What follows belongs to an exercise in optimizing a design on an open flow for small area, a short achievable clock period and few clock cycles; a production flow would make more cautious choices.
Where RTL was checked, it was by simulation tests only, not by an equivalence proof against the original.
No functional check of the RTL was part of runs 1, 2 and 5 to 7.
Power figures rest on the tool's default switching activity, not on a simulated workload.

$ cat design/flow/design.v
package rv_isa_pkg;
    localparam logic [6:0] OPC_OP_IMM = 7'b0010011;
    localparam logic [6:0] OPC_OP     = 7'b0110011;
    localparam logic [6:0] OPC_LUI    = 7'b0110111;
    localparam logic [6:0] OPC_AUIPC  = 7'b0010111;
    localparam logic [6:0] OPC_JAL    = 7'b1101111;
    localparam logic [6:0] OPC_JALR   = 7'b1100111;
    localparam logic [6:0] OPC_BRANCH = 7'b1100011;
    localparam logic [6:0] OPC_FENCE  = 7'b0001111;
endpackage
package idex_ctrl_pkg;
    localparam int XLEN = 32;
    typedef logic [XLEN-1:0] word_t;
    typedef logic [4:0]      reg_addr_t;
endpackage
module idex_decoder (
    input  idex_ctrl_pkg::word_t inst_i,
    output logic                 b_reg_o,      
    output logic                 sub_reg_o,    
    output logic                 sub_imm_o,    
    output logic                 en_sum_o,     
    output logic                 en_p_o,       
    output logic                 en_g_o,       
    output logic                 en_shr_o,     
    output logic                 en_shl_o,     
    output logic                 en_lt_o,      
    output logic                 en_ltu_o,     
    output logic                 en_lui_o,     
    output logic                 en_auipc_o,   
    output logic                 en_link_o,    
    output logic                 pn_sum_o,     
    output logic                 pn_imm_o,     
    output logic                 pn_br_o,      
    output logic                 pn_seq_o,     
    output logic                 we_o,
    output logic                 illegal_o
);
    logic [6:0] opc;
    logic [2:0] f3;
    logic       f7_ok;
    logic       op_imm, op, lui, auipc, jal, jalr, br, fence, alu;
    assign opc   = inst_i[6:0];
    assign f3    = inst_i[14:12];
    assign f7_ok = (inst_i[31] == 1'b0) && (inst_i[29:25] == 5'b00000);
    assign op_imm = (opc == rv_isa_pkg::OPC_OP_IMM);
    assign op     = (opc == rv_isa_pkg::OPC_OP) && f7_ok;
    assign lui    = (opc == rv_isa_pkg::OPC_LUI);
    assign auipc  = (opc == rv_isa_pkg::OPC_AUIPC);
    assign jal    = (opc == rv_isa_pkg::OPC_JAL);
    assign jalr   = (opc == rv_isa_pkg::OPC_JALR) && (f3 == 3'b000);
    assign br     = (opc == rv_isa_pkg::OPC_BRANCH) && (f3[2:1] != 2'b01);
    assign fence  = (opc == rv_isa_pkg::OPC_FENCE);
    assign alu    = op_imm | op;
    assign b_reg_o = opc[5] & ~opc[2];
    assign sub_reg_o = ~opc[4] | (~f3[2] & (f3[1] | inst_i[30]));
    assign sub_imm_o = ~f3[2] & f3[1];    
    assign en_sum_o   = alu & (f3 == 3'b000);
    assign en_shl_o   = alu & (f3 == 3'b001);
    assign en_lt_o    = alu & (f3 == 3'b010);
    assign en_ltu_o   = alu & (f3 == 3'b011);
    assign en_p_o     = alu & f3[2] & ~f3[0];           
    assign en_shr_o   = alu & (f3 == 3'b101);
    assign en_g_o     = alu & f3[2] & f3[1];            
    assign en_lui_o   = lui;
    assign en_auipc_o = auipc;
    assign en_link_o  = jal | jalr;
    assign pn_sum_o = jalr;
    assign pn_imm_o = jal;
    assign pn_br_o  = br;
    assign pn_seq_o = alu | lui | auipc | fence;
    assign we_o      = alu | lui | auipc | jal | jalr;
    assign illegal_o = ~(we_o | br | fence);
endmodule
module int_alu #(
    parameter int ALU_ARCH = 0
) (
    input  idex_ctrl_pkg::word_t a_i,
    input  idex_ctrl_pkg::word_t rs2_i,
    input  idex_ctrl_pkg::word_t imm_i,
    input  logic                 b_reg_i,    
    input  logic                 sub_reg_i,
    input  logic                 sub_imm_i,
    input  logic                 left_i,     
    input  logic                 arith_i,    
    output idex_ctrl_pkg::word_t sum_o,
    output idex_ctrl_pkg::word_t p_o,        
    output idex_ctrl_pkg::word_t g_o,        
    output idex_ctrl_pkg::word_t shr_o,
    output idex_ctrl_pkg::word_t shl_o,
    output logic                 eq_o,
    output logic                 lt_o,
    output logic                 ltu_o
);
    idex_ctrl_pkg::word_t bx;
    idex_ctrl_pkg::word_t a_rev;
    idex_ctrl_pkg::word_t sh_in;
    logic [4:0]           shamt;
    logic                 sub;
    logic                 cout;
    logic                 fill;
    logic [32:0]          sh_ext;
    assign bx  = b_reg_i ? (rs2_i ^ {32{sub_reg_i}}) : (imm_i ^ {32{sub_imm_i}});
    assign sub = b_reg_i ? sub_reg_i : sub_imm_i;
    assign p_o = a_i ^ bx;
    assign g_o = a_i & bx;
    pfx_add #(.W(32), .ARCH(ALU_ARCH)) u_add (
        .a_i    (a_i),
        .b_i    (bx),
        .cin_i  (sub),
        .sum_o  (sum_o),
        .cout_o (cout)
    );
    assign eq_o  = &p_o;
    assign ltu_o = ~cout;
    assign lt_o  = ~cout ^ a_i[31] ^ ~bx[31];
    always_comb begin
        for (int i = 0; i < 32; i++) begin
            a_rev[i] = a_i[31-i];
            shl_o[i] = shr_o[31-i];
        end
    end
    assign shamt  = b_reg_i ? rs2_i[4:0] : imm_i[4:0];
    assign sh_in  = left_i ? a_rev : a_i;
    assign fill   = arith_i & a_i[31];
    assign sh_ext = $signed({fill, sh_in}) >>> shamt;
    assign shr_o  = sh_ext[31:0];
endmodule
module pfx_add #(
    parameter int W    = 32,
    parameter int ARCH = 0
) (
    input  logic [W-1:0] a_i,
    input  logic [W-1:0] b_i,
    input  logic         cin_i,
    output logic [W-1:0] sum_o,
    output logic         cout_o
);
    localparam int L  = $clog2(W);
    localparam int NL = (ARCH == 0) ? L : (ARCH == 1) ? 2 * L - 1 : W - 1;
    logic [W-1:0] p;
    logic [W-1:0] gl [0:NL];
    logic [W-1:0] pl [0:NL];
    assign p     = a_i ^ b_i;
    assign gl[0] = (a_i & b_i) | {{(W-1){1'b0}}, p[0] & cin_i};
    assign pl[0] = p;
    for (genvar l = 0; l < NL; l++) begin : g_lvl
        for (genvar i = 0; i < W; i++) begin : g_bit
            localparam int UP = (l < L) ? l : 2 * L - 2 - l;
            localparam int D  =
                (ARCH == 0) ? ((((i >> l) % 2) == 1) ? i - (((i >> l) << l) - 1) : 0) :
                (ARCH == 1) ? ((l < L) ? ((((i + 1) % (2 << l)) == 0) ? (1 << l) : 0)
                                       : ((i >= 3 * (1 << UP) - 1) && (((i + 1 - 3 * (1 << UP)) % (2 << UP)) == 0)
                                          ? (1 << UP) : 0)) :
                ((i == l + 1) ? 1 : 0);
            if (D == 0) begin : g_pass
                assign gl[l+1][i] = gl[l][i];
                assign pl[l+1][i] = pl[l][i];
            end else begin : g_op
                assign gl[l+1][i] = gl[l][i] | (pl[l][i] & gl[l][i-D]);
                assign pl[l+1][i] = pl[l][i] & pl[l][i-D];
            end
        end
    end
    assign sum_o  = p ^ {gl[NL][W-2:0], cin_i};
    assign cout_o = gl[NL][W-1];
endmodule
module branch_unit #(
    parameter int PC_ARCH  = 1,
    parameter int INC_ARCH = 1
) (
    input  idex_ctrl_pkg::word_t inst_i,
    input  idex_ctrl_pkg::word_t pc_i,
    input  logic                 eq_i,
    input  logic                 lt_i,
    input  logic                 ltu_i,
    output idex_ctrl_pkg::word_t pc4_o,
    output idex_ctrl_pkg::word_t pc_imm_o,
    output logic                 cond_o      
);
    idex_ctrl_pkg::word_t imm_b;
    idex_ctrl_pkg::word_t imm_u;
    idex_ctrl_pkg::word_t imm_j;
    idex_ctrl_pkg::word_t imm;
    logic [2:0]           f3;
    assign f3 = inst_i[14:12];
    assign imm_b = {{19{inst_i[31]}}, inst_i[31], inst_i[7], inst_i[30:25], inst_i[11:8], 1'b0};
    assign imm_u = {inst_i[31:12], 12'h000};
    assign imm_j = {{11{inst_i[31]}}, inst_i[31], inst_i[19:12], inst_i[20], inst_i[30:21], 1'b0};
    assign imm = inst_i[3] ? imm_j : (inst_i[4] ? imm_u : imm_b);
    logic unused_c1, unused_c2;
    pfx_add #(.W(31), .ARCH(PC_ARCH)) u_pc_add (
        .a_i    (pc_i[31:1]),
        .b_i    (imm[31:1]),
        .cin_i  (1'b0),
        .sum_o  (pc_imm_o[31:1]),
        .cout_o (unused_c1)
    );
    assign pc_imm_o[0] = pc_i[0];
    pfx_add #(.W(30), .ARCH(INC_ARCH)) u_pc_inc (
        .a_i    (pc_i[31:2]),
        .b_i    (30'd0),
        .cin_i  (1'b1),
        .sum_o  (pc4_o[31:2]),
        .cout_o (unused_c2)
    );
    assign pc4_o[1:0] = pc_i[1:0];
    assign cond_o = (f3[2] ? (f3[1] ? ltu_i : lt_i) : eq_i) ^ f3[0];
endmodule
module retire_ctrl (
    input  logic                 rst_n_i,
    input  logic                 req_i,
    input  idex_ctrl_pkg::word_t inst_i,
    input  logic                 en_sum_i,
    input  logic                 en_p_i,
    input  logic                 en_g_i,
    input  logic                 en_shr_i,
    input  logic                 en_shl_i,
    input  logic                 en_lt_i,
    input  logic                 en_ltu_i,
    input  logic                 en_lui_i,
    input  logic                 en_auipc_i,
    input  logic                 en_link_i,
    input  logic                 pn_sum_i,
    input  logic                 pn_imm_i,
    input  logic                 pn_br_i,
    input  logic                 pn_seq_i,
    input  logic                 cond_i,
    input  logic                 we_i,
    input  logic                 illegal_i,
    input  idex_ctrl_pkg::word_t sum_i,
    input  idex_ctrl_pkg::word_t p_i,
    input  idex_ctrl_pkg::word_t g_i,
    input  idex_ctrl_pkg::word_t shr_i,
    input  idex_ctrl_pkg::word_t shl_i,
    input  logic                 lt_i,
    input  logic                 ltu_i,
    input  idex_ctrl_pkg::word_t pc4_i,
    input  idex_ctrl_pkg::word_t pc_imm_i,
    output logic                 ack_o,
    output logic                 rd_we_o,
    output idex_ctrl_pkg::reg_addr_t rd_addr_o,
    output idex_ctrl_pkg::word_t rd_data_o,
    output idex_ctrl_pkg::word_t pc_next_o,
    output logic                 inst_err_o
);
    logic to_imm;
    logic to_seq;
    assign ack_o      = req_i & rst_n_i;
    assign rd_we_o    = we_i;
    assign rd_addr_o  = inst_i[11:7] & {5{we_i}};
    assign inst_err_o = illegal_i;
    assign rd_data_o = ({32{en_sum_i}}   & sum_i)
                     | ({32{en_p_i}}     & p_i)
                     | ({32{en_g_i}}     & g_i)
                     | ({32{en_shr_i}}   & shr_i)
                     | ({32{en_shl_i}}   & shl_i)
                     | {31'd0, (en_lt_i & lt_i) | (en_ltu_i & ltu_i)}
                     | ({32{en_lui_i}}   & {inst_i[31:12], 12'h000})
                     | ({32{en_auipc_i}} & pc_imm_i)
                     | ({32{en_link_i}}  & pc4_i);
    assign to_imm = pn_imm_i | (pn_br_i & cond_i);
    assign to_seq = pn_seq_i | (pn_br_i & ~cond_i);
    assign pc_next_o = ({32{pn_sum_i}} & sum_i)
                     | ({32{to_imm}}   & pc_imm_i)
                     | ({32{to_seq}}   & pc4_i);
endmodule
module idex_unit (
    input  logic                     clk_i,
    input  logic                     rst_n_i,
    input  logic                     req_i,
    input  idex_ctrl_pkg::word_t     inst_i,
    input  idex_ctrl_pkg::word_t     pc_i,
    input  idex_ctrl_pkg::word_t     rs1_data_i,
    input  idex_ctrl_pkg::word_t     rs2_data_i,
    output idex_ctrl_pkg::reg_addr_t rs1_addr_o,
    output idex_ctrl_pkg::reg_addr_t rs2_addr_o,
    output logic                     ack_o,
    output logic                     rd_we_o,
    output idex_ctrl_pkg::reg_addr_t rd_addr_o,
    output idex_ctrl_pkg::word_t     rd_data_o,
    output idex_ctrl_pkg::word_t     pc_next_o,
    output logic                     inst_err_o
);
    logic b_reg, sub_reg, sub_imm;
    logic en_sum, en_p, en_g, en_shr, en_shl, en_lt, en_ltu, en_lui, en_auipc, en_link;
    logic pn_sum, pn_imm, pn_br, pn_seq, we, illegal;
    logic eq, lt, ltu, cond;
    idex_ctrl_pkg::word_t imm_i;
    idex_ctrl_pkg::word_t sum, p, g, shr, shl;
    idex_ctrl_pkg::word_t pc4;
    idex_ctrl_pkg::word_t pc_imm;
    assign rs1_addr_o = inst_i[19:15];
    assign rs2_addr_o = inst_i[24:20];
    idex_decoder u_decoder (
        .inst_i     (inst_i),
        .b_reg_o    (b_reg),
        .sub_reg_o  (sub_reg),
        .sub_imm_o  (sub_imm),
        .en_sum_o   (en_sum),
        .en_p_o     (en_p),
        .en_g_o     (en_g),
        .en_shr_o   (en_shr),
        .en_shl_o   (en_shl),
        .en_lt_o    (en_lt),
        .en_ltu_o   (en_ltu),
        .en_lui_o   (en_lui),
        .en_auipc_o (en_auipc),
        .en_link_o  (en_link),
        .pn_sum_o   (pn_sum),
        .pn_imm_o   (pn_imm),
        .pn_br_o    (pn_br),
        .pn_seq_o   (pn_seq),
        .we_o       (we),
        .illegal_o  (illegal)
    );
    assign imm_i = {{20{inst_i[31]}}, inst_i[31:20]};
    int_alu u_alu (
        .a_i       (rs1_data_i),
        .rs2_i     (rs2_data_i),
        .imm_i     (imm_i),
        .b_reg_i   (b_reg),
        .sub_reg_i (sub_reg),
        .sub_imm_i (sub_imm),
        .left_i    (~inst_i[14]),
        .arith_i   (inst_i[14] & inst_i[30]),
        .sum_o     (sum),
        .p_o       (p),
        .g_o       (g),
        .shr_o     (shr),
        .shl_o     (shl),
        .eq_o      (eq),
        .lt_o      (lt),
        .ltu_o     (ltu)
    );
    branch_unit u_bru (
        .inst_i   (inst_i),
        .pc_i     (pc_i),
        .eq_i     (eq),
        .lt_i     (lt),
        .ltu_i    (ltu),
        .pc4_o    (pc4),
        .pc_imm_o (pc_imm),
        .cond_o   (cond)
    );
    retire_ctrl u_retire (
        .rst_n_i    (rst_n_i),
        .req_i      (req_i),
        .inst_i     (inst_i),
        .en_sum_i   (en_sum),
        .en_p_i     (en_p),
        .en_g_i     (en_g),
        .en_shr_i   (en_shr),
        .en_shl_i   (en_shl),
        .en_lt_i    (en_lt),
        .en_ltu_i   (en_ltu),
        .en_lui_i   (en_lui),
        .en_auipc_i (en_auipc),
        .en_link_i  (en_link),
        .pn_sum_i   (pn_sum),
        .pn_imm_i   (pn_imm),
        .pn_br_i    (pn_br),
        .pn_seq_i   (pn_seq),
        .cond_i     (cond),
        .we_i       (we),
        .illegal_i  (illegal),
        .sum_i      (sum),
        .p_i        (p),
        .g_i        (g),
        .shr_i      (shr),
        .shl_i      (shl),
        .lt_i       (lt),
        .ltu_i      (ltu),
        .pc4_i      (pc4),
        .pc_imm_i   (pc_imm),
        .ack_o      (ack_o),
        .rd_we_o    (rd_we_o),
        .rd_addr_o  (rd_addr_o),
        .rd_data_o  (rd_data_o),
        .pc_next_o  (pc_next_o),
        .inst_err_o (inst_err_o)
    );
endmodule
$ cat design/flow/standard.sh
#!/bin/bash
# synth_recipe.tcl (not shown) runs the flow's synth.tcl, then flattens the netlist and writes it again
# the make line also repeats each setting of config.mk as NAME=value (left out here)
make -C /OpenROAD-flow-scripts/flow DESIGN_CONFIG=/design/flow/config.mk WORK_HOME=/design/flow/orfs CLKGATE_MAP_FILE= SYNTH_SCRIPT=/design/flow/synth_recipe.tcl "${@:-finish}"
$ cat design/flow/config.mk
export PLATFORM = sky130hd
export DESIGN_NAME = idex_unit
export DESIGN_NICKNAME = idex_unit
export VERILOG_FILES = /design/flow/design.v
export SDC_FILE = /design/flow/constraint.sdc
export NUM_CORES = 4
export LEC_CHECK = 0
export ABC_AREA = 1
export CAP_MARGIN = 20
export CORE_MARGIN = 2
export CORE_UTILIZATION = 30
export SLEW_MARGIN = 20
$ cat design/flow/constraint.sdc
create_clock -name core_clock -period 6.5 [get_ports {clk_i}]
set_input_delay 1.3000 -clock core_clock [delete_from_list [all_inputs] [get_ports {clk_i}]]
set_output_delay 1.3000 -clock core_clock [all_outputs]
set_load 0.01 [all_outputs]
$ cat design/flow/flow/run.sh
#!/bin/bash
# Own layout flow: the standard ORFS flow (standard.sh), unchanged except
# that the port buffers are plain buf_2 cells instead of the delay cells that
# buffer_ports picks by default. Each port still gets its own buffer.
set -euo pipefail
bash standard.sh "BUFFER_PORTS_ARGS=-buffer_cell sky130_fd_sc_hd__buf_2" finish > orfs_make.log 2>&1
==> summary.md, run 1 <==
| Metric | Value |
|---|---|
| Final net count | `2084` |
| ANT cells | `0` |
| Overall die height | `175 um` |
| Final wirelength | `45.7 mm` |
| Number of global-route vias before repair | `11215` |
| Clk pwr share | `0%` |
| First-pass GRT wire length | `66.8 mm` |
| Status | `no timing/DRC/antenna violations` |
| Proportion of layout cells with a drive suffix above 1 | `18.4%` |
| Die ar. | `30500 um^2` |
| Peak VDD IR | `0.0379 mV` |
| Synthesized Nets | `1885` |
| PnR worst setup slack | `0.151 ns` |
| First-pass DRT Iterations | `5` |
| Crit path launch type | `input pin` |
| Initial antenna violation count | `0` |
| CP max stage delay | `0.40 ns` |
| PD cells | `96.3 nW/um^2` |
| CP Cell Sequence | `buf_2 -> buf_4 -> inv_2 -> nor2_4 -> buf_8 -> buf_4 -> xor2_1 -> o21ai_0 -> ha_1 -> nand2_1 -> nor2_2 -> nand2_1 -> nand2_2 -> nand2_1 -> nand2_1 -> inv_1 -> fa_1 -> xor2_2 -> nor2_1 -> a2111oi_1 -> buf_4 -> nand4_1 -> buf_2` |
| Port Buf Inserts | `212` |
| Final period util | `97.7%` |
| Largest net degree at the start of global routing | `47` |
| Num ports | `213` |
| Seq_cells | `0` |
| Initial DRC count | `1159` |
| Mean routed wirelength per cell | `20.4 um` |
| CP dominant cell by count | `nand2_1` |
| Synth-to-Final Area Change | `20.7%` |
| Worst slew pin tran | `0.645 ns` |
| Leading area contributor after synthesis | `nand2_1` |
| Final Max Slew Viols | `0` |
| Synth Area per Inst | `5.27 um^2` |
| Crit end category | `output pin` |
| Synth top area share | `24.0%` |
| Most area-consuming cells after synthesis | `nand2_1 24%, ha_1 11%, inv_1 9.4%, nand3_1 7.2%, o21ai_0 6.6%` |
| Total gr overflow | `0` |
| Worst Hold Class | `in -> out` |
| Post-detail-place hpwl | `39.2 mm` |
| Post-synthesis cell area | `8740 um^2` |
| Comb pwr share | `100.0%` |
| Final ANT Viol Nets | `0` |
| Setup crit start | `inst_i[13]` |
| DR vias | `12111` |
| Min-Delay Startpoint | `inst_i[21]` |
| Yosys warns | `10` |
| Worst setup path category | `in -> out` |
| Crit path arrival time | `5.05 ns` |
| MaxCap Viol Count | `0` |
| Global placer's final weighted congestion | `1.08` |
| Critical path required time | `5.20 ns` |
| CP max-delay cell | `fa_1` |
| Max-Slew Margin vs Limit | `56.9%` |
| Starting Density | `30.4%` |
| Reg power frac | `0%` |
| Syn Inst Count | `1657` |
| Sw Pwr | `0.000666 W` |
| Final hold viol count | `0` |
| Register area | `0 um^2` |
| Tot GR Track Use | `28.5%` |
| TNS Setup | `0 ns` |
| Sw frac | `65.5%` |
| Placed instance area | `10400 um^2` |
| Placement Setup Slack | `-0.174 ns` |
| # DRC | `0` |
| Fin util | `36.7%` |
| Synth unique cells | `51` |
| Leakage | `5.87 nW` |
| Endpoints failing setup | `0` |
| Max Clk Rate | `158 MHz` |
| CLK BUF | `0` |
| Non-Filler Cell Area, Final | `10500 um^2` |
| Core Region | `28700 um^2` |
| Pint | `0.000350 W` |
| Post-layout min period | `6.35 ns` |
| Critical-path maximum fanout | `14` |
| Die width | `175 um` |
| Sequential share of the synthesized area | `0%` |
| Routed vias/inst | `5.41` |
| RSZ-0062 raised after global routing | `true` |
| Cell Rows | `62` |
-- timing repair --
item	in CTS	in global routing
hold buffers	0	0
endpoints found under the setup margin	3	46
gates resized for setup	5	29
buffers inserted	0	3
pin swaps	0	6
cloned	0	0
-- worst max-delay path: cells and delay by family --
kind | cells | cell delay (ns)
buffers and inverters | 8 | 1.21
and+or+nand+nor | 9 | 0.92
AOI/OAI and AO/OA | 2 | 0.48
adders and majority gates | 2 | 0.73
xor gates and xnor gates | 2 | 0.39
-- final timing paths --
kind / end / slack (ns) / depth (start not counted)
setup / recovery: rd_data_o[17] / 0.15 / 23
hold / removal: rs2_addr_o[1] / 2.80 / 2
-- layer usage --
| metal | share of wire [%] | global-route usage (%) |
|---|---|---|
| met4 | 5.4 | 12.7 |
| met3 | 9.8 | 4.09 |
| met1 | 43 | 39.9 |
| met5 | 0 | 0 |
| met2 | 42 | 43.0 |
-- per-stage QoR --
stage	total power (W)	cells	hold slack [ns]
after floorplan	0.000628	1657	2.69
after global placement	0.000975	2235	2.80
after detailed placement	0.000972	2235	2.80
after CTS	0.000980	2235	2.80
after global routing	0.00111	2238	2.81
final	0.00102	2238	2.80
-- cells by family after synthesis --
| logic type | synth area share, % |
|---|---|
| compound gates | 24.9 |
| mux | 0.115 |
| fa+ha+maj | 15.7 |
| buf+inv | 14.8 |
| xor+xnor | 5.71 |
| simple gates | 38.8 |
-- area by class of cell --
| class | instances | area, um^2 |
|---|---|---|
| inverter | 232 | 875 |
| tap | 384 | 480 |
| timing repair buffer | 281 | 1640 |
| fill | 3343 | 18200 |
| multi-input combinational | 1341 | 7550 |
-- Yosys cell counts, types with 2 or more instances --
cell	count
nand2_1	559
inv_1	218
nand3_1	126
o21ai_0	115
a21oi_1	81
ha_1	76
o21ai_1	75
nor2_1	61
xor2_1	42
clkbuf_1	38
o211ai_1	31
a221oi_1	25
nand4_1	23
fa_1	21
buf_4	20
buf_2	19
xnor2_1	15
inv_2	12
or2_1	10
a22oi_1	9
a21o_1	8
nor3_1	7
o22ai_1	7
buf_1	6
nand2_2	6
or2_2	6
a31oi_1	4
o2111ai_1	4
o21ai_2	3
o21bai_1	3
a31o_2	2
and3_1	2
clkinv_1	2
nand3b_1	2
nor2_4	2
nor4_1	2
-- power groups by stage --
| stage | clock, W | combinational [W] | sequential, W |
|---|---|---|---|
| global placement | 0 | 0.000975 | 0 |
| global route | 0 | 0.00111 | 0 |
| finish | 0 | 0.00102 | 0 |
| floorplan | 0 | 0.000628 | 0 |
| CTS | 0 | 0.000980 | 0 |
| detailed placement | 0 | 0.000972 | 0 |
-- cell usage in the layout (no fill, tap or decap), types with 5 or more instances in the layout --
master,synthesis,final
inv_1,218,216
ha_1,76,74
a221oi_1,25,22
buf_2,19,212
nand2_2,6,8
o21ai_2,3,6
a21o_1,8,8
nand3_1,126,125
a21oi_1,81,77
or2_2,6,6
o211ai_1,31,31
nand2_1,559,557
buf_4,20,63
nor3_1,7,5
xor2_1,42,41
nor2_1,61,56
or2_1,10,10
a22oi_1,9,9
inv_2,12,13
nand4_1,23,23
xnor2_1,15,15
fa_1,21,21
o21ai_0,115,110
o22ai_1,7,7
o21ai_1,75,77
==> run 2: changes to the inputs <==
--- a/design/flow/design.v
+++ b/design/flow/design.v
@@ -165,8 +165,8 @@
     assign cout_o = gl[NL][W-1];
 endmodule
 module branch_unit #(
-    parameter int PC_ARCH  = 1,
-    parameter int INC_ARCH = 1
+    parameter int PC_ARCH  = 0,
+    parameter int INC_ARCH = 0
 ) (
     input  idex_ctrl_pkg::word_t inst_i,
     input  idex_ctrl_pkg::word_t pc_i,
==> run 2 against run 1 <==
  * Die area rose by 5.3%
  * Final cell count grew 7.8%
  * Total power is 1.7% higher
  * Sequential cell count stayed put
  * Non-clock buffer count is 5 lower
  * Core utilization decreased by 1.1 points
  * Sequential share of layout area stayed put
==> summary.md, run 2 <==
| Metric | Value |
|---|---|
| Synthesized Nets | `2033` |
| Largest net degree at the start of global routing | `40` |
| Register area | `0 um^2` |
| WP buf/inv | `4` |
| Final net count | `2225` |
| Number of global-route vias before repair | `12249` |
| Most frequent cells in the layout | `606 x nand2_1, 261 x inv_1, 211 x buf_2, 189 x nand3_1, 137 x o21ai_0` |
| Crit path arrival time | `4.97 ns` |
| Leakage | `6.17 nW` |
| Worst Hold Class | `in -> out` |
| Post-detail-place hpwl | `42.4 mm` |
| Num ports | `213` |
| Synth unique cells | `52` |
| Critical path required time | `5.20 ns` |
| Min-Delay Startpoint | `inst_i[18]` |
| Post-synthesis cell area | `9210 um^2` |
| CP Cell Sequence | `clkbuf_4 -> inv_2 -> nor2_8 -> inv_4 -> a21oi_1 -> o21ai_0 -> o21ai_0 -> nor2_1 -> fa_2 -> fa_2 -> nand3_1 -> nand3_1 -> nand2_1 -> nand2_1 -> fa_1 -> a22oi_1 -> nand2_1 -> a21oi_1 -> o2111ai_1 -> buf_2` |
| Peak VDD IR | `0.0434 mV` |
| Post-layout min period | `6.27 ns` |
| Final period util | `96.5%` |
| Final hold viol count | `0` |
| Most area-consuming cells after synthesis | `nand2_1 25%, inv_1 11%, nand3_1 10%, ha_1 9.0%, o21ai_0 7.4%` |
| Hold Crit Depth | `2` |
| Routed vias/inst | `5.42` |
| CP max-delay cell | `fa_1` |
| Most common cell in the netlist | `nand2_1` |
| Overall die height | `179 um` |
| MaxCap Viol Count | `0` |
| Worst slew pin tran | `1.08 ns` |
| Max-Slew Margin vs Limit | `27.8%` |
| # DRC | `0` |
| DR vias | `13063` |
| Mean routed wirelength per cell | `20.5 um` |
| Final Max Slew Viols | `0` |
| Post-synth top cells | `607 x nand2_1, 262 x inv_1, 189 x nand3_1` |
| Total gr overflow | `0` |
| Delay-heaviest family, CP | `adder cells` |
| PD cells | `95.4 nW/um^2` |
| Synth Area per Inst | `5.05 um^2` |
| Tot GR Track Use | `30.2%` |
| Status | `no timing/DRC/antenna violations` |
| Worst Hold Margin | `2.80 ns` |
| Die width | `179 um` |
| Starting Density | `30.3%` |
| Initial DRC count | `1238` |
| Sw frac | `67.9%` |
| Max Clk Rate | `159 MHz` |
| WHS Endpoint | `rs1_addr_o[3]` |
| Fin util | `35.6%` |
| Die ar. | `32100 um^2` |
| Pint | `0.000331 W` |
| Yosys warns | `10` |
| Final ANT Viol Nets | `0` |
| Sequential share of the synthesized area | `0%` |
| Crit end category | `output pin` |
| Synth-to-Final Area Change | `17.6%` |
| Worst setup path category | `in -> out` |
| CLK BUF | `0` |
| CP max stage delay | `0.52 ns` |
| Sw Pwr | `0.000702 W` |
| Synth top area share | `24.7%` |
| Cell Rows | `64` |
| Leading area contributor after synthesis | `nand2_1` |
| Final wirelength | `49.5 mm` |
| Port Buf Inserts | `212` |
| CP dominant cell by count | `nand2_1` |
| First-pass GRT wire length | `72.5 mm` |
| Syn Inst Count | `1825` |
| Global placer's final weighted congestion | `1.07` |
| Core Region | `30400 um^2` |
| Initial antenna violation count | `1` |
| Proportion of layout cells with a drive suffix above 1 | `17.1%` |
| Commonest non-fill, non-tap cell in the layout | `nand2_1` |
| First-pass DRT Iterations | `8` |
| Critical-path maximum fanout | `5` |
| Endpoints failing setup | `0` |
| Seq_cells | `0` |
| Crit path launch type | `input pin` |
run 2: cell count changes after synthesis, moves of 22 or more:
cell	delta
o21ai_0	+22
nor2_1	+38
o21ai_1	-33
nand3_1	+63
inv_1	+44
nand2_1	+48
run 2: through the flow:
stage               instances  total power [W]  setup WS [ns]  setup TNS, ns  cell area [um^2]
CTS                      2406          0.00100          0.160              0             10700
finish                   2412          0.00103          0.227              0             10800
detailed placement       2406         0.000998          0.169              0             10700
floorplan                1825         0.000642          0.688              0              9210
global placement         2406         0.000996          0.239              0             10700
global route             2411          0.00113        -0.0135        -0.0135             10800
run 2: area by class of cell:
type	count	area, um^2
multi-input combinational	1462	7730
fill	3557	19600
timing repair buffer	276	1560
inverter	277	1050
antenna	1	2.50
tap	396	495
run 2: routing by layer:
metal,wire length [um],part of all wire [%],GRT usage (%)
met1,20200,41,37.9
met2,22600,46,51.2
met3,3740,7.6,3.22
met4,2950,6.0,15.1
met5,14,0.028,0
run 2: cells by family (layout without fill, tap and decap cells):
logic type / Yosys count / count (layout) / share of synthesized area [%]
and+or+nand+nor: 981 / 981 / 45.3
buffers and inverters: 363 / 553 / 16.6
AOI/OAI and AO/OA: 352 / 352 / 21.8
adders and majority gates: 77 / 77 / 11.4
xor gates and xnor gates: 51 / 51 / 4.85
muxes: 1 / 1 / 0.109
other: 0 / 1 / 0
run 2: power groups by stage:
| stage | clock network, W | registers [W] | logic, W |
|---|---|---|---|
| after floorplan | 0 | 0 | 0.000642 |
| after global placement | 0 | 0 | 0.000996 |
| after detailed placement | 0 | 0 | 0.000998 |
| after CTS | 0 | 0 | 0.00100 |
| after global routing | 0 | 0 | 0.00113 |
run 2: how the worst max path moves through the flow:
stage | startpoint | endpoint | slack, ns | depth (start not counted)
after floorplan | inst_i[14] | pc_next_o[20] | 0.69 | 28
after global placement | inst_i[13] | rd_data_o[8] | 0.24 | 18
after detailed placement | inst_i[13] | pc_next_o[27] | 0.17 | 26
after CTS | inst_i[13] | pc_next_o[27] | 0.16 | 26
after global routing | inst_i[13] | rd_data_o[17] | -0.01 | 25
final | inst_i[13] | rd_data_o[8] | 0.23 | 20
run 2: timing repair:
item / 4_1_cts / 5_1_grt
hold buffers: 0 / 0
gates resized for setup: 0 / 12
buffers inserted: 0 / 5
endpoints found under the setup margin: 0 / 44
endpoints found under the hold margin: 0 / 0
==> run 3: changes to the inputs <==
--- a/design/flow/design.v
+++ b/design/flow/design.v
@@ -135,7 +135,7 @@
     output logic [W-1:0] sum_o,
     output logic         cout_o
 );
-    localparam int L  = $clog2(W);
+    localparam int L  = (W > 32) ? 6 : (W > 16) ? 5 : (W > 8) ? 4 : (W > 4) ? 3 : 2;
     localparam int NL = (ARCH == 0) ? L : (ARCH == 1) ? 2 * L - 1 : W - 1;
     logic [W-1:0] p;
     logic [W-1:0] gl [0:NL];
@@ -165,8 +165,8 @@
     assign cout_o = gl[NL][W-1];
 endmodule
 module branch_unit #(
-    parameter int PC_ARCH  = 0,
-    parameter int INC_ARCH = 0
+    parameter int PC_ARCH  = 1,
+    parameter int INC_ARCH = 1
 ) (
     input  idex_ctrl_pkg::word_t inst_i,
     input  idex_ctrl_pkg::word_t pc_i,
==> design/flow/flow/run.sh (replaced) <==
#!/bin/bash
# Own layout flow: the standard ORFS flow (standard.sh), unchanged except
# that the port buffers are plain buf_1 cells instead of the delay cells that
# buffer_ports picks by default. Each port still gets its own buffer.
set -euo pipefail
bash standard.sh "BUFFER_PORTS_ARGS=-buffer_cell sky130_fd_sc_hd__buf_1" finish > orfs_make.log 2>&1
==> run 3 against run 2 <==
  * Still clean on timing, DRC and antenna
  * Area after synthesis down 5.1%
  * Global-route usage down 1.3 points
  * Synthesized cell count down 9.2%
  * Non-clock buffer count up 12
  * Die area down 5.0%
==> summary.md, run 3 <==
| Metric | Value |
|---|---|
| Endpoints failing setup | `0` |
| Synth Area per Inst | `5.27 um^2` |
| Initial antenna violation count | `0` |
| Port Buf Inserts | `212` |
| Multi-input gate area | `7540 um^2` |
| PD cells | `97.5 nW/um^2` |
| Post-detail-place hpwl | `39.6 mm` |
| Starting Density | `30.4%` |
| First-pass GRT wire length | `67.3 mm` |
| Core Region | `28700 um^2` |
| Worst Hold Class | `in -> out` |
| Most frequent cells in the layout | `558 x nand2_1, 218 x inv_1, 208 x buf_1, 125 x nand3_1, 111 x o21ai_0` |
| Yosys warns | `10` |
| Max Clk Rate | `158 MHz` |
| ANT cells | `0` |
| MaxCap Viol Count | `0` |
| Status | `no timing/DRC/antenna violations` |
| Worst slew pin tran | `0.745 ns` |
| Hold Crit Depth | `2` |
| Peak VDD IR | `0.0331 mV` |
| Worst setup path category | `in -> out` |
| Post-synth top cells | `559 x nand2_1, 218 x inv_1, 126 x nand3_1` |
| Critical-path maximum fanout | `34` |
| Crit path launch type | `input pin` |
| Proportion of layout cells with a drive suffix above 1 | `7.36%` |
| Sequential share of the synthesized area | `0%` |
| Placement Setup Slack | `0.0103 ns` |
| PnR worst setup slack | `0.180 ns` |
| Initial DRC count | `1356` |
| Synthesized Nets | `1885` |
| Die ar. | `30500 um^2` |
| Total gr overflow | `0` |
| Most area-consuming cells after synthesis | `nand2_1 24%, ha_1 11%, inv_1 9.4%, nand3_1 7.2%, o21ai_0 6.6%` |
| Fin cells | `2245` |
| CLK BUF | `0` |
| Largest net degree at the start of global routing | `51` |
| Placed instance area | `10200 um^2` |
| Synth top area share | `24.0%` |
| Placed instance count | `2245` |
| Final wirelength | `46.5 mm` |
| Post-synthesis cell area | `8740 um^2` |
| Critical path required time | `5.20 ns` |
| Synth unique cells | `51` |
| Post-layout min period | `6.32 ns` |
| Num ports | `213` |
| Power Total | `0.00101 W` |
| Final net count | `2091` |
| Routed vias/inst | `5.48` |
| Max-Slew Margin vs Limit | `50.3%` |
| Commonest non-fill, non-tap cell in the layout | `nand2_1` |
| Cell Rows | `62` |
| Final hold viol count | `0` |
| Die width | `175 um` |
| DR vias | `12292` |
| Leakage | `5.22 nW` |
| Synth-to-Final Area Change | `18.1%` |
| Crit end category | `output pin` |
| Global placer's final weighted congestion | `1.07` |
| First-pass DRT Iterations | `6` |
| Setup bufs post-CTS | `0` |
| Number of global-route vias before repair | `10934` |
| # fillers | `3383` |
| Overall die height | `175 um` |
| Register area | `0 um^2` |
| Mean routed wirelength per cell | `20.7 um` |
| Worst Hold Margin | `2.80 ns` |
| Final period util | `97.2%` |
| Most common cell in the netlist | `nand2_1` |
| Crit path arrival time | `5.02 ns` |
| Tot GR Track Use | `29.0%` |
| Seq_cells | `0` |
| Final Max Slew Viols | `0` |
| Leading area contributor after synthesis | `nand2_1` |
| Syn Inst Count | `1657` |
| Final ANT Viol Nets | `0` |
| # DRC | `0` |
| Non-Filler Cell Area, Final | `10300 um^2` |
-- run 3: cell types whose count changed after synthesis, moves of 11 or more --
cell,delta
inv_1,-44
nand2_1,-48
nand3_1,-63
o21ai_0,-22
nor3_1,-12
a221oi_1,+12
nand2_2,-12
o21ai_1,+33
nor2_1,-38
o211ai_1,+11
-- run 3: stage by stage --
| stage | TNS [ns] | utilization [%] |
|---|---|---|
| after floorplan | 0 | - |
| after global placement | 0 | 35.6 |
| after detailed placement | 0 | 35.6 |
| after CTS | 0 | 35.7 |
| after global routing | -0.0140 | 35.9 |
| final | 0 | 35.9 |
-- run 3: kinds of logic after synthesis --
| family | count (synthesis) | synth area share (%) |
|---|---|---|
| compound gates | 375 | 24.9 |
| xor+xnor | 57 | 5.71 |
| fa+ha+maj | 97 | 15.7 |
| buf+inv | 316 | 14.8 |
| mux | 1 | 0.115 |
| simple gates | 811 | 38.8 |
-- run 3: final timing paths --
check	slack, ns	end	from
min	2.80	rs2_addr_o[4]	inst_i[24]
max	0.18	rd_data_o[30]	inst_i[14]
-- run 3: metal layers --
layer	vias up	global-route usage, %	part of all wire, %
met5	-	0	0
met4	0	9.58	4.3
met3	75	3.33	10
met2	699	44.4	42
met1	5653	42.0	43
li1	5865	-	-
-- run 3: cell type report --
type	instances	share of cell area, %
inverters	232	8.44
multi-input cells	1341	73.1
well taps	384	4.66
repair buffers	288	13.8
-- run 3: power breakdown --
part	internal, W	switching (W)	leakage [nW]
Sequential	0	0	0
Combinational	0.000336	0.000670	5.22
Clock	0	0	0
Total	0.000336	0.000670	5.22
-- run 3: critical path, stage by stage --
cell	delay, ns
clkbuf_2	0.16
inv_2	0.15
buf_4	0.37
o21ai_0	0.16
ha_1	0.36
a21o_1	0.21
nand3_1	0.06
nand2_1	0.07
a21oi_1	0.15
nand2_2	0.11
nand2_1	0.08
nand2_1	0.08
nand2_1	0.06
nand2_1	0.09
fa_1	0.40
xor2_1	0.18
nand2_1	0.09
o211ai_1	0.12
a221oi_2	0.24
nand3_1	0.16
o21bai_2	0.25
buf_1	0.16
-- run 3: repair_timing --
item,CTS,global route
resized for setup,1,27
endpoints found under the setup margin,1,48
hold buffers,0,0
pin swaps,0,3
Testbench counts of run 3, summed over its fixed seeds: cycles 6,400.
==> run 4: changes to the inputs <==
==> design/flow/flow/run.sh (replaced) <==
#!/bin/bash
# Own layout flow: the standard ORFS flow (standard.sh), unchanged except
# that the port buffers are plain buf_2 cells instead of the delay cells that
# buffer_ports picks by default. Each port still gets its own buffer.
set -euo pipefail
bash standard.sh "BUFFER_PORTS_ARGS=-buffer_cell sky130_fd_sc_hd__buf_2" finish > orfs_make.log 2>&1
==> run 4 against run 3 <==
  * Synthesized cell count unchanged
  * Wire length is 1.7% lower
  * Critical path depth grew 1
  * Non-clock buffer count fell by 7
  * Setup slack worse by 0.029 ns
  * Area after synthesis did not move
==> summary.md, run 4 <==
| Metric | Value |
|---|---|
| Status | `no timing/DRC/antenna violations` |
| # fillers | `3343` |
| Port Buf Inserts | `212` |
| Sequential share of the synthesized area | `0%` |
| Critical-path maximum fanout | `14` |
| Most common cell in the netlist | `nand2_1` |
| WP buf/inv | `8` |
| Synth top area share | `24.0%` |
| Multi-input gate area | `7550 um^2` |
| Synth Area per Inst | `5.27 um^2` |
| Tot GR Track Use | `28.5%` |
| Number of global-route vias before repair | `11215` |
| Critical path required time | `5.20 ns` |
| PD cells | `96.3 nW/um^2` |
| DR vias | `12111` |
| Worst Hold Class | `in -> out` |
| Starting Density | `30.4%` |
| Post-layout min period | `6.35 ns` |
| Register area | `0 um^2` |
| Final hold viol count | `0` |
| Final wirelength | `45.7 mm` |
| Proportion of layout cells with a drive suffix above 1 | `18.4%` |
| PnR worst setup slack | `0.151 ns` |
| Most area-consuming cells after synthesis | `nand2_1 24%, ha_1 11%, inv_1 9.4%, nand3_1 7.2%, o21ai_0 6.6%` |
| Cell Rows | `62` |
| CP dominant cell by count | `nand2_1` |
| RSZ-0062 raised after global routing | `true` |
| Global placer's final weighted congestion | `1.08` |
| CP Cell Sequence | `buf_2 -> buf_4 -> inv_2 -> nor2_4 -> buf_8 -> buf_4 -> xor2_1 -> o21ai_0 -> ha_1 -> nand2_1 -> nor2_2 -> nand2_1 -> nand2_2 -> nand2_1 -> nand2_1 -> inv_1 -> fa_1 -> xor2_2 -> nor2_1 -> a2111oi_1 -> buf_4 -> nand4_1 -> buf_2` |
| Leakage | `5.87 nW` |
| TNS Setup | `0 ns` |
| Post-synthesis cell area | `8740 um^2` |
| Delay-heaviest family, CP | `buffers and inverters` |
| Synth-to-Final Area Change | `20.7%` |
| Initial DRC count | `1159` |
| Final period util | `97.7%` |
| Commonest non-fill, non-tap cell in the layout | `nand2_1` |
| Final Max Slew Viols | `0` |
| Leading area contributor after synthesis | `nand2_1` |
| Post-detail-place hpwl | `39.2 mm` |
| Worst slew pin tran | `0.645 ns` |
| Hold Buf Count CTS | `0` |
| Mean routed wirelength per cell | `20.4 um` |
| First-pass DRT Iterations | `5` |
| Endpoints failing setup | `0` |
| Synthesized Nets | `1885` |
| Final ANT Viol Nets | `0` |
| Most frequent cells in the layout | `557 x nand2_1, 216 x inv_1, 212 x buf_2, 125 x nand3_1, 110 x o21ai_0` |
| CP max stage delay | `0.40 ns` |
| CLK BUF | `0` |
| Die ar. | `30500 um^2` |
| Seq_cells | `0` |
| Placement Setup Slack | `-0.174 ns` |
| Power Total | `0.00102 W` |
| Initial antenna violation count | `0` |
| Crit path arrival time | `5.05 ns` |
| # DRC | `0` |
| Die width | `175 um` |
| Total gr overflow | `0` |
| Routed vias/inst | `5.41` |
| Worst setup path category | `in -> out` |
| Non-Filler Cell Area, Final | `10500 um^2` |
| Synth unique cells | `51` |
| MaxCap Viol Count | `0` |
| Crit end category | `output pin` |
| Num ports | `213` |
| Max Clk Rate | `158 MHz` |
| Largest net degree at the start of global routing | `47` |
| Post-synth top cells | `559 x nand2_1, 218 x inv_1, 126 x nand3_1` |
| Syn Inst Count | `1657` |
| Crit path launch type | `input pin` |
| Core Region | `28700 um^2` |
| Peak VDD IR | `0.0379 mV` |
| Max-Slew Margin vs Limit | `56.9%` |
| Placed instance area | `10400 um^2` |
| CP max-delay cell | `fa_1` |
| Fin util | `36.7%` |
| Final net count | `2084` |
| Yosys warns | `10` |
| ANT cells | `0` |
| First-pass GRT wire length | `66.8 mm` |
| Overall die height | `175 um` |
==> run 4: cell types whose count changed in the layout (fill, tap and decap cells not counted), moves of 4 or more <==
cell	before	now
buf_1	208	0
buf_2	0	212
buf_4	72	63
clkbuf_2	4	0
==> run 4: power breakdown <==
part	internal, W	total, W	switching (W)
logic	0.000350	0.00102	0.000666
registers	0	0	0
clock network	0	0	0
==> run 4: layout make-up <==
cell class | instances | share of cell area (%)
Inverter | 232 | 8.29
Multi-Input combinational cell | 1341 | 71.6
Tap cell | 384 | 4.56
Timing Repair Buffer | 281 | 15.6
==> run 4: path summary, 6_finish.rpt <==
path | startpoint | end | slack [ns] | cells past startpoint
min | inst_i[21] | rs2_addr_o[1] | 2.80 | 2
max | inst_i[13] | rd_data_o[17] | 0.15 | 23
==> run 4: logic make-up (layout without fill, tap and decap cells) <==
| family | Yosys count | count (layout) | share of synthesized area (%) |
|---|---|---|---|
| AOI/OAI and AO/OA | 375 | 375 | 24.9 |
| xor gates and xnor gates | 57 | 57 | 5.71 |
| adders and majority gates | 97 | 97 | 15.7 |
| buffers and inverters | 316 | 513 | 14.8 |
| muxes | 1 | 1 | 0.115 |
| and+or+nand+nor | 811 | 811 | 38.8 |
==> run 4: routing by layer <==
layer	part of all wire [%]	track usage [%]
met5	0	0
met3	9.8	4.09
met4	5.4	12.7
met2	42	43.0
met1	43	39.9
==> run 4: stage by stage <==
stage               hold WS [ns]  instances
floorplan                   2.69       1657
finish                      2.80       2238
global placement            2.80       2235
detailed placement          2.80       2235
global route                2.81       2238
CTS                         2.80       2235
==> run 4: repair_timing <==
| item | 4_1_cts | 5_1_grt |
|---|---|---|
| pin swaps | 0 | 6 |
| gates resized for setup | 5 | 29 |
| endpoints found under the setup margin | 3 | 46 |
| setup buffers | 0 | 3 |
| endpoints found under the hold margin | 0 | 0 |
==> run 5: changes to the inputs <==
--- a/design/flow/design.v
+++ b/design/flow/design.v
@@ -99,7 +99,11 @@
     logic                 cout;
     logic                 fill;
     logic [32:0]          sh_ext;
-    assign bx  = b_reg_i ? (rs2_i ^ {32{sub_reg_i}}) : (imm_i ^ {32{sub_imm_i}});
+    logic rs2_pos, rs2_neg;
+    assign rs2_pos = b_reg_i & ~sub_reg_i;
+    assign rs2_neg = b_reg_i & sub_reg_i;
+    assign bx  = ({32{rs2_pos}} & rs2_i) | ({32{rs2_neg}} & ~rs2_i)
+               | ({32{~b_reg_i}} & (imm_i ^ {32{sub_imm_i}}));
     assign sub = b_reg_i ? sub_reg_i : sub_imm_i;
     assign p_o = a_i ^ bx;
     assign g_o = a_i & bx;
==> design/flow/flow/run.sh (replaced) <==
#!/bin/bash
# Own layout flow: the standard ORFS flow (standard.sh) with two changes:
#  - synthesis leaves adders to ABC (ADDER_MAP_FILE empty: no full/half
#    adder cells are extracted before technology mapping);
#  - the port buffers are plain buf_2 cells instead of the delay cells that
#    buffer_ports picks by default. Each port still gets its own buffer.
set -euo pipefail
bash standard.sh "ADDER_MAP_FILE=" \
    "BUFFER_PORTS_ARGS=-buffer_cell sky130_fd_sc_hd__buf_2" finish > orfs_make.log 2>&1
==> run 5 against run 4 <==
  * Non-clock buffer count decreased by 20
  * Critical path depth decreased by 8
  * Critical endpoint is now rd_data_o[10]
  * Core utilization decreased by 1.1 points
  * Still clean
  * Largest cell class unchanged
  * Critical path type unchanged
  * Sequential share of layout area unchanged
==> summary.md, run 5 <==
| Metric | Value |
|---|---|
| Die width | `175 um` |
| Crit end category | `output pin` |
| Post-layout min period | `6.28 ns` |
| Core Region | `28800 um^2` |
| Initial DRC count | `1382` |
| Seq_cells | `0` |
| Most common cell in the netlist | `nand2_1` |
| Sequential share of the synthesized area | `0%` |
| Crit path arrival time | `4.98 ns` |
| Peak VDD IR | `0.0289 mV` |
| CLK BUF | `0` |
| Worst slew pin tran | `1.02 ns` |
| Mean routed wirelength per cell | `21.0 um` |
| Proportion of layout cells with a drive suffix above 1 | `16.9%` |
| Final period util | `96.6%` |
| Largest net degree at the start of global routing | `63` |
| Final wirelength | `50.2 mm` |
| PD cells | `94.6 nW/um^2` |
| Post-synthesis cell area | `8770 um^2` |
| Critical path required time | `5.20 ns` |
| Worst Hold Margin | `2.80 ns` |
| Fin util | `35.6%` |
| Crit path launch type | `input pin` |
| MaxCap Viol Count | `0` |
| Starting Density | `30.5%` |
| Power Total | `0.000971 W` |
| Tot GR Track Use | `31.8%` |
| Post-detail-place hpwl | `42.5 mm` |
| DR vias | `13111` |
| First-pass DRT Iterations | `7` |
| Num ports | `213` |
| Leakage | `5.54 nW` |
| ANT cells | `0` |
| Global placer's final weighted congestion | `1.04` |
| Worst setup path category | `in -> out` |
| Status | `no timing/DRC/antenna violations` |
| Synthesized Nets | `1961` |
| Initial antenna violation count | `1` |
| Total gr overflow | `0` |
| Placement Setup Slack | `0.285 ns` |
| Hold Buf Count CTS | `0` |
| Final ANT Viol Nets | `0` |
| RSZ-0062 raised after global routing | `false` |
| Multi-input gate area | `7250 um^2` |
| Max Clk Rate | `159 MHz` |
| Max-Slew Margin vs Limit | `31.5%` |
| Synth Area per Inst | `4.79 um^2` |
| Syn Inst Count | `1830` |
| TNS Setup | `0 ns` |
| Worst Hold Class | `in -> out` |
| Critical-path maximum fanout | `25` |
| PnR worst setup slack | `0.218 ns` |
| Number of global-route vias before repair | `12017` |
| # DRC | `0` |
| Most frequent cells in the layout | `610 x nand2_1, 261 x inv_1, 212 x buf_2, 172 x o21ai_0, 145 x nor2_1` |
| Synth-to-Final Area Change | `17.0%` |
| Post-synth top cells | `611 x nand2_1, 262 x inv_1, 176 x o21ai_0` |
| # fillers | `3412` |
| Commonest non-fill, non-tap cell in the layout | `nand2_1` |
| Final net count | `2137` |
| Yosys warns | `10` |
| Leading area contributor after synthesis | `nand2_1` |
| Most area-consuming cells after synthesis | `nand2_1 26%, inv_1 11%, o21ai_0 10%, nand3_1 7.1%, nor2_1 6.2%` |
| Synth top area share | `26.1%` |
| Cell Rows | `62` |
| Overall die height | `175 um` |
| Final hold viol count | `0` |
| Routed vias/inst | `5.49` |
| Synth unique cells | `57` |
| Endpoints failing setup | `0` |
| Die ar. | `30600 um^2` |
| First-pass GRT wire length | `73.7 mm` |
| Port Buf Inserts | `212` |
| Register area | `0 um^2` |
| Final Max Slew Viols | `0` |
[run 5: power breakdown]
group / leakage [nW] / internal (W) / switching, W / total, W
Combinational: 5.54 / 0.000281 / 0.000690 / 0.000971
Sequential: 0 / 0 / 0 / 0
Clock: 0 / 0 / 0 / 0
Total: 5.54 / 0.000281 / 0.000690 / 0.000971
[run 5: repair_timing]
action,4_1_cts,5_1_grt
buffers inserted,0,0
endpoints found under the hold margin,0,0
gates resized for setup,0,6
setup endpoints to repair,0,12
[run 5: kinds of logic (layout without fill, tap and decap cells)]
group                     after synthesis  after routing  share of synthesized area (%)
buffers and inverters                 366            540                           17.5
AOI/OAI and AO/OA                     401            401                           27.3
xor gates and xnor gates               65             65                           6.83
muxes                                   4              4                          0.457
and+or+nand+nor                       994            994                           47.9
[run 5: final timing paths]
| kind | from | to | slack [ns] | cells past startpoint |
|---|---|---|---|---|
| worst max-delay path | inst_i[2] | rd_data_o[10] | 0.22 | 15 |
| worst min-delay path | inst_i[22] | rs2_addr_o[2] | 2.80 | 2 |
[run 5: routing by layer]
metal	vias to the layer above	track usage (%)	wire length, um
met4	2	11.4	2300
met5	-	0	13
met3	121	3.22	4420
met2	733	52.3	22200
li1	6284	-	-
met1	5971	43.1	21300
[run 5: final cells by class]
class	instances	area share (%)
multi-input combinational	1464	70.7
timing repair buffer	261	14.3
inverter	279	10.3
tap	384	4.68
[run 5: through the flow]
step | cells | cell area, um^2
2_1_floorplan | 1830 | 8770
4_1_cts | 2388 | 10300
3_3_place_gp | 2388 | 10300
3_5_place_dp | 2388 | 10300
5_1_grt | 2388 | 10300
6_report | 2388 | 10300
[run 5: worst max-delay path, stage by stage]
cell        delay [ns]
buf_2             0.14
inv_1             0.09
nand2_1           0.28
nand2_1           0.14
o21ai_2           0.12
clkinvlp_4        0.38
o21ai_0           0.30
o21ai_0           0.30
o21ai_0           0.34
mux2i_1           0.19
o21ai_0           0.47
o2111ai_1         0.21
a31oi_1           0.34
o211ai_1          0.18
buf_2             0.18
==> run 6: changes to the inputs <==
--- a/design/flow/config.mk
+++ b/design/flow/config.mk
@@ -9,4 +9,5 @@
 export CAP_MARGIN = 20
 export CORE_MARGIN = 2
 export CORE_UTILIZATION = 30
+export SETUP_SLACK_MARGIN = 0.6
 export SLEW_MARGIN = 20
==> run 6 against run 5 <==
  * Largest power group unchanged
  * Critical path type unchanged
  * Core utilization increased by 3.8 points
  * Via count increased by 4.5%
  * Sequential cell count unchanged
  * Cell area increased by 11%
  * Worst hold slack about the same
  * Die area unchanged
  * Global-route usage increased by 0.15 points
  * Still clean
  * Final cell count increased by 2.1%
  * Sequential share of layout area unchanged
==> summary.md, run 6 <==
| Metric | Value |
|---|---|
| Final net count | `2188` |
| Number of global-route vias before repair | `12064` |
| # DRC | `0` |
| CP dominant cell by count | `o21ai_0` |
| Leakage | `5.96 nW` |
| First-pass DRT Iterations | `6` |
| Sw Pwr | `0.000749 W` |
| Final period util | `91.4%` |
| Routed met3 length | `5.83 mm` |
| Overall die height | `175 um` |
| Final hold viol count | `0` |
| Peak VDD IR | `0.0327 mV` |
| CP max-delay cell | `o21ai_0` |
| Cell Rows | `62` |
| Starting Density | `30.5%` |
| Final ANT Viol Nets | `0` |
| Sw frac | `69.3%` |
| Synth-to-Final Area Change | `29.6%` |
| Leading area contributor after synthesis | `nand2_1` |
| Pint | `0.000331 W` |
| Worst Hold Class | `in -> out` |
| Most area-consuming cells after synthesis | `nand2_1 26%, inv_1 11%, o21ai_0 10%, nand3_1 7.1%, nor2_1 6.2%` |
| Post-layout min period | `5.94 ns` |
| Max Clk Rate | `168 MHz` |
| Proportion of layout cells with a drive suffix above 1 | `22.7%` |
| Status | `no timing/DRC/antenna violations` |
| Syn Inst Count | `1830` |
| Commonest non-fill, non-tap cell in the layout | `nand2_1` |
| Synth Area per Inst | `4.79 um^2` |
| Crit end category | `output pin` |
| Core Region | `28800 um^2` |
| Die ar. | `30600 um^2` |
| Routed vias/inst | `5.62` |
| Num ports | `213` |
| Sequential share of the synthesized area | `0%` |
| Synthesized Nets | `1961` |
| Initial antenna violation count | `1` |
| TNS Setup | `0 ns` |
| Synth unique cells | `57` |
| Critical path required time | `5.20 ns` |
| Non-Filler Cell Area, Final | `11400 um^2` |
| Total gr overflow | `0` |
| Tot GR Track Use | `32.0%` |
| Uppermost routed layer | `met5` |
| Initial DRC count | `1508` |
| Critical-path maximum fanout | `5` |
| First-pass GRT wire length | `74.0 mm` |
| Crit path arrival time | `4.64 ns` |
| Met2 wire length | `23.4 mm` |
| Post-synth top cells | `611 x nand2_1, 262 x inv_1, 176 x o21ai_0` |
| PD cells | `95.0 nW/um^2` |
| Yosys warns | `10` |
| Largest net degree at the start of global routing | `63` |
| ANT cells | `0` |
| Clk pwr share | `0%` |
| RSZ-0062 raised after global routing | `true` |
| Comb pwr share | `100.0%` |
| Final wirelength | `54.1 mm` |
| DR vias | `13695` |
| MaxCap Viol Count | `0` |
| CP max stage delay | `0.48 ns` |
| Synth top area share | `26.1%` |
| Reg power frac | `0%` |
| Register area | `0 um^2` |
| Post-detail-place hpwl | `42.5 mm` |
| Most common cell in the netlist | `nand2_1` |
| Met1 wire length | `22.2 mm` |
| Mean routed wirelength per cell | `22.2 um` |
| Crit path launch type | `input pin` |
| Worst slew pin tran | `1.04 ns` |
| Max-Slew Margin vs Limit | `30.1%` |
| CLK BUF | `0` |
| Port Buf Inserts | `212` |
| Final Max Slew Viols | `0` |
| Worst Hold Margin | `2.80 ns` |
| Fin util | `39.5%` |
| Worst setup path category | `in -> out` |
| Hold Buf Count CTS | `0` |
| Most frequent cells in the layout | `580 x nand2_1, 254 x inv_1, 208 x buf_2, 150 x o21ai_0, 135 x nor2_1` |
| Placed instance area | `10300 um^2` |
| Endpoints failing setup | `0` |
| Die width | `175 um` |
| CP Cell Sequence | `buf_2 -> buf_4 -> clkinvlp_4 -> nor2_1 -> o21ai_0 -> o21ai_0 -> o21ai_0 -> mux2i_1 -> o21ai_1 -> o2111ai_1 -> a31oi_2 -> o211ai_1 -> buf_2` |
| Post-synthesis cell area | `8770 um^2` |
| Seq_cells | `0` |
| Global placer's final weighted congestion | `1.04` |
-- run 6: cell counts after synthesis --
Identical to the previous run, type by type.
-- run 6: layout make-up --
cell class	count	area, um^2
multi-input cells	1466	7720
inverters	279	1100
well taps	384	480
fillers	3320	17400
repair buffers	304	2010
repair inverters	6	57.6
-- run 6: what timing repair did --
item / in CTS / in global routing
setup buffers: 2 / 32
gates cloned: 1 / 16
setup endpoints to repair: 61 / 62
pin swaps: 1 / 26
gates resized for setup: 24 / 143
-- run 6: worst paths after layout --
path,from,endpoint,depth (start not counted)
setup / recovery,inst_i[30],rd_data_o[10],13
hold / removal,inst_i[22],rs2_addr_o[2],2
-- run 6: worst max-delay path, delay by kind of cell --
kind	cells	cell delay (ns)
AO/OA/AOI/OAI	7	1.70
buffers and inverters	4	0.80
AND/OR/NAND/NOR	1	0.44
multiplexers	1	0.40
-- run 6: power by group through the flow --
stage | registers [W] | logic [W] | clock network, W
final | 0 | 0.00108 | 0
after global routing | 0 | 0.00116 | 0
after CTS | 0 | 0.000953 | 0
after detailed placement | 0 | 0.000940 | 0
after global placement | 0 | 0.000945 | 0
after floorplan | 0 | 0.000595 | 0
-- run 6: kinds of logic after synthesis --
kind of cell	synth area share, %
compound gates	27.3
mux	0.457
simple gates	47.9
buf+inv	17.5
xor+xnor	6.83
-- run 6: metrics by stage --
stage               total power, W  worst slack (ns)  instances
floorplan                 0.000595              1.47       1830
global placement          0.000945             0.199       2388
detailed placement        0.000940             0.285       2388
CTS                       0.000953             0.609       2391
global route               0.00116             0.549       2439
finish                     0.00108             0.558       2439
-- run 6: per-layer routing --
layer	vias up	global-route usage (%)
met5	-	0
li1	6413	-
met2	902	52.6
met3	154	3.50
met1	6224	43.2
met4	2	11.1
==> run 7: changes to the inputs <==
--- a/design/flow/config.mk
+++ b/design/flow/config.mk
@@ -9,5 +9,5 @@
 export CAP_MARGIN = 20
 export CORE_MARGIN = 2
 export CORE_UTILIZATION = 30
-export SETUP_SLACK_MARGIN = 0.6
+export SETUP_SLACK_MARGIN = 1.2
 export SLEW_MARGIN = 20
==> run 7 against run 6 <==
  * Sequential cell count unchanged
  * Still clean
  * Critical path depth rose by 13
  * Non-clock buffer count up 91
  * Core utilization rose by 8.6 points
  * Area after synthesis is the same
  * Synthesized cell count is the same
  * Setup slack improved by 0.18 ns
  * Maximum frequency rose by 3.2%
  * Final cell count rose by 3.7%
  * Largest power group unchanged
  * Cell area increased by 22%
==> summary.md, run 7 <==
| Metric | Value |
|---|---|
| Overall die height | `175 um` |
| Register area | `0 um^2` |
| DR vias | `14339` |
| Mean routed wirelength per cell | `22.2 um` |
| Cell Rows | `62` |
| Sequential share of the synthesized area | `0%` |
| Hold Buf Count CTS | `0` |
| # DRC | `0` |
| Leakage | `7.07 nW` |
| Max Clk Rate | `174 MHz` |
| PD cells | `101 nW/um^2` |
| Post-detail-place hpwl | `42.5 mm` |
| Most frequent cells in the layout | `503 x nand2_1, 241 x inv_1, 177 x buf_2, 134 x buf_4, 115 x nor2_1` |
| TNS Setup | `0 ns` |
| Starting Density | `30.5%` |
| Post-synthesis cell area | `8770 um^2` |
| Final hold viol count | `0` |
| Global placer's final weighted congestion | `1.04` |
| ANT cells | `0` |
| Largest net degree at the start of global routing | `63` |
| Most area-consuming cells after synthesis | `nand2_1 26%, inv_1 11%, o21ai_0 10%, nand3_1 7.1%, nor2_1 6.2%` |
| Final net count | `2278` |
| WP buf/inv | `8` |
| Power Total | `0.00139 W` |
| Port Buf Inserts | `212` |
| Multi-input gate area | `8960 um^2` |
| Worst Hold Class | `in -> out` |
| CLK BUF | `0` |
| Final wirelength | `56.2 mm` |
| Critical path required time | `5.20 ns` |
| Crit end category | `output pin` |
| Final Max Slew Viols | `0` |
| Status | `no timing/DRC/antenna violations` |
| Main combinational cell family by area after synthesis | `simple AND/OR/NAND/NOR gates` |
| Synth top area share | `26.1%` |
| Number of global-route vias before repair | `13338` |
| Synth-to-Final Area Change | `57.6%` |
| First-pass GRT wire length | `81.0 mm` |
| Initial antenna violation count | `1` |
| Synth Area per Inst | `4.79 um^2` |
| Crit path launch type | `input pin` |
| Seq_cells | `0` |
| Die ar. | `30600 um^2` |
| Crit path arrival time | `4.46 ns` |
| Delay-heaviest family, CP | `simple AND/OR/NAND/NOR gates` |
| Worst slew pin tran | `1.03 ns` |
| Syn Inst Count | `1830` |
| Synthesized Nets | `1961` |
| Synth unique cells | `57` |
| Fin util | `48.0%` |
| Total gr overflow | `0` |
| Proportion of layout cells with a drive suffix above 1 | `37.5%` |
| Initial DRC count | `1805` |
| Final ANT Viol Nets | `0` |
| Peak VDD IR | `0.0398 mV` |
| Compound-Gate Fraction of Synth Area | `27.3%` |
| Multiplexer share of the synthesized area | `0.456%` |
| Tot GR Track Use | `35.0%` |
| Core Region | `28800 um^2` |
| Num ports | `213` |
| Non-Filler Cell Area, Final | `13800 um^2` |
| Post-layout min period | `5.76 ns` |
| Synth Area in Simple Gates | `47.9%` |
| CP max stage delay | `0.23 ns` |
| Die width | `175 um` |
| First-pass DRT Iterations | `6` |
| Post-synthesis adder-cell area fraction | `0%` |
| Post-synth top cells | `611 x nand2_1, 262 x inv_1, 176 x o21ai_0` |
| Leading area contributor after synthesis | `nand2_1` |
| Endpoints failing setup | `0` |
| Most common cell in the netlist | `nand2_1` |
| # fillers | `3124` |
| Commonest non-fill, non-tap cell in the layout | `nand2_1` |
| Xor and xnor area share after synthesis | `6.83%` |
| Critical-path maximum fanout | `14` |
| Placed instance area | `10300 um^2` |
| RSZ-0062 raised after global routing | `true` |
| CP max-delay cell | `o21ai_2` |
| Final period util | `88.6%` |
| Routed vias/inst | `5.67` |
| Worst setup path category | `in -> out` |
| Max-Slew Margin vs Limit | `30.9%` |
| Yosys warns | `10` |
| MaxCap Viol Count | `0` |
## run 7: cell counts after synthesis
No cell type changed its count.
## run 7: through the flow
| stage | hold slack, ns | std cells | setup slack [ns] |
|---|---|---|---|
| 2_1_floorplan | 2.69 | 1830 | 1.47 |
| 3_3_place_gp | 2.80 | 2388 | 0.199 |
| 3_5_place_dp | 2.80 | 2388 | 0.285 |
| 4_1_cts | 2.81 | 2502 | 0.917 |
| 5_1_grt | 2.83 | 2529 | 0.581 |
| 6_report | 2.82 | 2529 | 0.742 |
## run 7: final timing paths
path,from,end,slack [ns],cells after the start
min,inst_i[20],rs2_addr_o[0],2.82,2
max,inst_i[13],pc_next_o[3],0.74,26
## run 7: logic make-up (layout without fill, tap and decap cells)
group                     after synthesis  in the layout
and+or+nand+nor                       994            994
AOI/OAI and AO/OA                     401            401
buffers and inverters                 366            681
xor gates and xnor gates               65             65
muxes                                   4              4
## run 7: per-layer routing
metal  share of wire (%)  GRT usage (%)
met5                   0              0
met4                 6.7           17.8
met3                  10           5.92
met2                  43           54.8
met1                  40           46.1
## run 7: cell type report
type | count | share of cell area (%)
tap | 384 | 3.48
timing repair buffer | 395 | 23.0
multi-input combinational | 1464 | 64.8
timing repair inverter | 7 | 0.480
inverter | 279 | 8.22
## run 7: power by group
part	switching, W	total, W	internal [W]
sequential	0	0	0
clock	0	0	0
combinational	0.000884	0.00139	0.000505
## run 7: timing repair
item / CTS / global route
cloned: 16 / 3
resized for setup: 406 / 215
setup buffers: 98 / 24
pin swaps: 74 / 69
endpoints found under the setup margin: 64 / 64
